Source: an optimization exercise on an open RTL-to-GDS flow (aim: small area and a short achievable clock period). Production flows keep margins and buffers that such runs may drop. Function was checked by simulation only, so behaviour that the tests miss may differ from the original. Power and IR drop assume default switching activity.

== try-cedar ==
// calc_top
module calc_top (
  input  logic                      clk_i,
  input  logic                      rst_n_i,
  input  logic                      dispatch_v_i,
  input  logic [32-1:0]       instr_i,
  input  logic [32-1:0]       rs1_data_i,
  input  logic [32-1:0]       rs2_data_i,
  input  logic                      flush_i,
  output logic                      wb_v_o,
  output logic [5-1:0] wb_rd_addr_o,
  output logic [32-1:0]       wb_data_o
);
Size: about 3300 cells after synthesis, roughly 140 I/O pins, about 0.028 sq mm of cells after synthesis.
==> flow/config.mk <==
export PLATFORM = sky130hd
export DESIGN_NAME = calc_top
export DESIGN_NICKNAME = calc_top
export VERILOG_FILES = /design/flow/design.v
export SDC_FILE = /design/flow/constraint.sdc
export NUM_CORES = 4
export LEC_CHECK = 0
export ABC_CLOCK_PERIOD_IN_PS = 3000
export CAP_MARGIN = 20
export CORE_MARGIN = 2
export CORE_UTILIZATION = 40
export SETUP_SLACK_MARGIN = 4.8
export SLEW_MARGIN = 20
==> flow/constraint.sdc <==
create_clock -name core_clock -period 8.0 [get_ports {clk_i}]
set_input_delay 1.6000 -clock core_clock [delete_from_list [all_inputs] [get_ports {clk_i}]]
set_output_delay 1.6000 -clock core_clock [all_outputs]
set_load 0.01 [all_outputs]
run.sh (not shown) runs the stock make flow with config.mk's settings and CLKGATE_MAP_FILE= SYNTH_SCRIPT=/design/flow/synth_recipe.tcl, a recipe that flattens the netlist after the stock synthesis.
try-cedar finished every step from synthesis to the final layout, and the layout passed the timing, DRC and antenna checks.
Changes in try-violet relative to try-cedar:
Settings: SETUP_SLACK_MARGIN now 4.4, was 4.8; CORE_UTILIZATION now 55, was 40; TNS_END_PERCENT now 5, previously not set; CTS_BUF_LIST now sky130_fd_sc_hd__clkbuf_8, previously not set.
==> flow/flow/run.sh (new file) <==
#!/bin/bash
# The standard layout (the standard.sh, all ORFS stages unchanged) with
# one change: the ports are buffered with buf_2 cells instead of the cell
# buffer_ports picks on its own (clkdlybuf4s50_1). Every port still gets
# its own buffer. make's full output goes to flow_make.log here; each ORFS
# step keeps its own log under orfs/logs/.
set -euo pipefail
bash standard.sh "BUFFER_PORTS_ARGS=-buffer_cell sky130_fd_sc_hd__buf_2" finish > flow_make.log 2>&1
==> flow/standard.sh (new file) <==
#!/bin/bash
# synth_recipe.tcl (not shown) runs the flow's synth.tcl, then flattens the netlist and writes it again
# the make line also repeats each setting of config.mk as NAME=value (left out here)
make -C /OpenROAD-flow-scripts/flow DESIGN_CONFIG=/design/flow/config.mk WORK_HOME=/design/flow/orfs CLKGATE_MAP_FILE= SYNTH_SCRIPT=/design/flow/synth_recipe.tcl "${@:-finish}"
removed: flow/run.sh
### Flow results
- Placed standard-cell area came out lower on try-violet than on try-cedar.
- try-violet vs try-cedar: highest achievable clock rate down
- Of try-violet and try-cedar, the higher design area belongs to try-cedar.
- [compare] base=try-cedar new=try-violet: total power fell 0.48 mW, met2 layer wire length in the routed design fell 11%, buffer count excluding the clock tree in the final layout fell 49%.
--- input diff try-violet..try-ember ---
Settings: SETUP_SLACK_MARGIN: 4.4 -> 3.8; CORE_UTILIZATION: 55 -> 40.
==> comparison <==
- Compared try-ember vs try-violet, and clock period minus final worst setup slack is up in try-ember.
- try-ember reached the final stage; the timing, DRC and antenna checks on its layout passed.
- Delta (try-ember minus try-violet): global-route met3 utilization has decreased; final clock period utilization by the worst path has increased.
- Largest fanout on the critical path | try-ember above try-violet
- Comparing try-ember and try-violet, the lower via count is on try-ember.
- try-ember vs try-violet — layout overhead on the synthesized area dropped 3.4 points.


Starting RTL as in the previous note.
==> flow/config.mk <==
export PLATFORM = sky130hd
export DESIGN_NAME = calc_top
export DESIGN_NICKNAME = calc_top
export VERILOG_FILES = /design/flow/design.v
export SDC_FILE = /design/flow/constraint.sdc
export NUM_CORES = 4
export LEC_CHECK = 0
export ABC_CLOCK_PERIOD_IN_PS = 3000
export CAP_MARGIN = 20
export CORE_MARGIN = 2
export CORE_UTILIZATION = 48
export CTS_BUF_LIST = sky130_fd_sc_hd__clkbuf_8
export SETUP_SLACK_MARGIN = 4.2
export SLEW_MARGIN = 20
export TNS_END_PERCENT = 5
==> flow/constraint.sdc <==
create_clock -name core_clock -period 8.0 [get_ports {clk_i}]
set_input_delay 1.6000 -clock core_clock [delete_from_list [all_inputs] [get_ports {clk_i}]]
set_output_delay 1.6000 -clock core_clock [all_outputs]
set_load 0.01 [all_outputs]
standard.sh (not shown) runs the stock make flow with config.mk's settings and CLKGATE_MAP_FILE= SYNTH_SCRIPT=/design/flow/synth_recipe.tcl, a recipe that flattens the netlist after the stock synthesis.
==> flow/flow/run.sh <==
#!/bin/bash
# The standard layout (the standard.sh, all ORFS stages unchanged) with
# one change: the ports are buffered with buf_2 cells instead of the cell
# buffer_ports picks on its own (clkdlybuf4s50_1). Every port still gets
# its own buffer. make's full output goes to flow_make.log here; each ORFS
# step keeps its own log under orfs/logs/.
set -euo pipefail
bash standard.sh "BUFFER_PORTS_ARGS=-buffer_cell sky130_fd_sc_hd__buf_2" finish > flow_make.log 2>&1
Rerun with:
- CORE_UTILIZATION: 48 -> 40
What happened: Maximum frequency hardly moves. Core utilization is lower by 9.8 points. Routed wire length goes down by roughly a tenth.

[afterwards: timing with drivers on the ports]
The flow's constraints put no driver on any port. The routed layouts listed below were extracted and timed again, unchanged, in two steps.
Step 1: set_driving_cell puts a clkbuf_16 on clk_i and a buf_2 on each other input, an assumption about the parent block.
Step 2 also shifts input and output timing later by t, the mid clock arrival at the registers, as if the neighbouring blocks saw the same clock.
Three values: ideal, step 1, step 2; two values: the first two.
| run | t (ns) | slack for setup (ns) | hold slack, ns |
|---|---|---|---|
| try-cedar | 0.639 | 4.310 / 4.310 / 4.002 | 0.365 / 0.365 / 0.365 |
| try-violet | 0.702 | 4.094 / 4.119 / 3.436 | 0.362 / 0.362 / 0.362 |
| try-ember | 0.706 | 3.694 / 3.694 / 3.368 | 0.367 / 0.367 / 0.367 |
| the first run of note 2 | 0.709 | 4.084 / 4.084 / 3.507 | 0.369 / 0.369 / 0.369 |
| the second run of note 2 | 0.695 | 4.087 / 4.087 / 3.496 | 0.362 / 0.362 / 0.362 |
After both steps every run listed still meets setup and hold. For try-violet, which loses most, drivers alone change the setup slack by +0.025 ns; drivers and shift together by -0.658 ns.
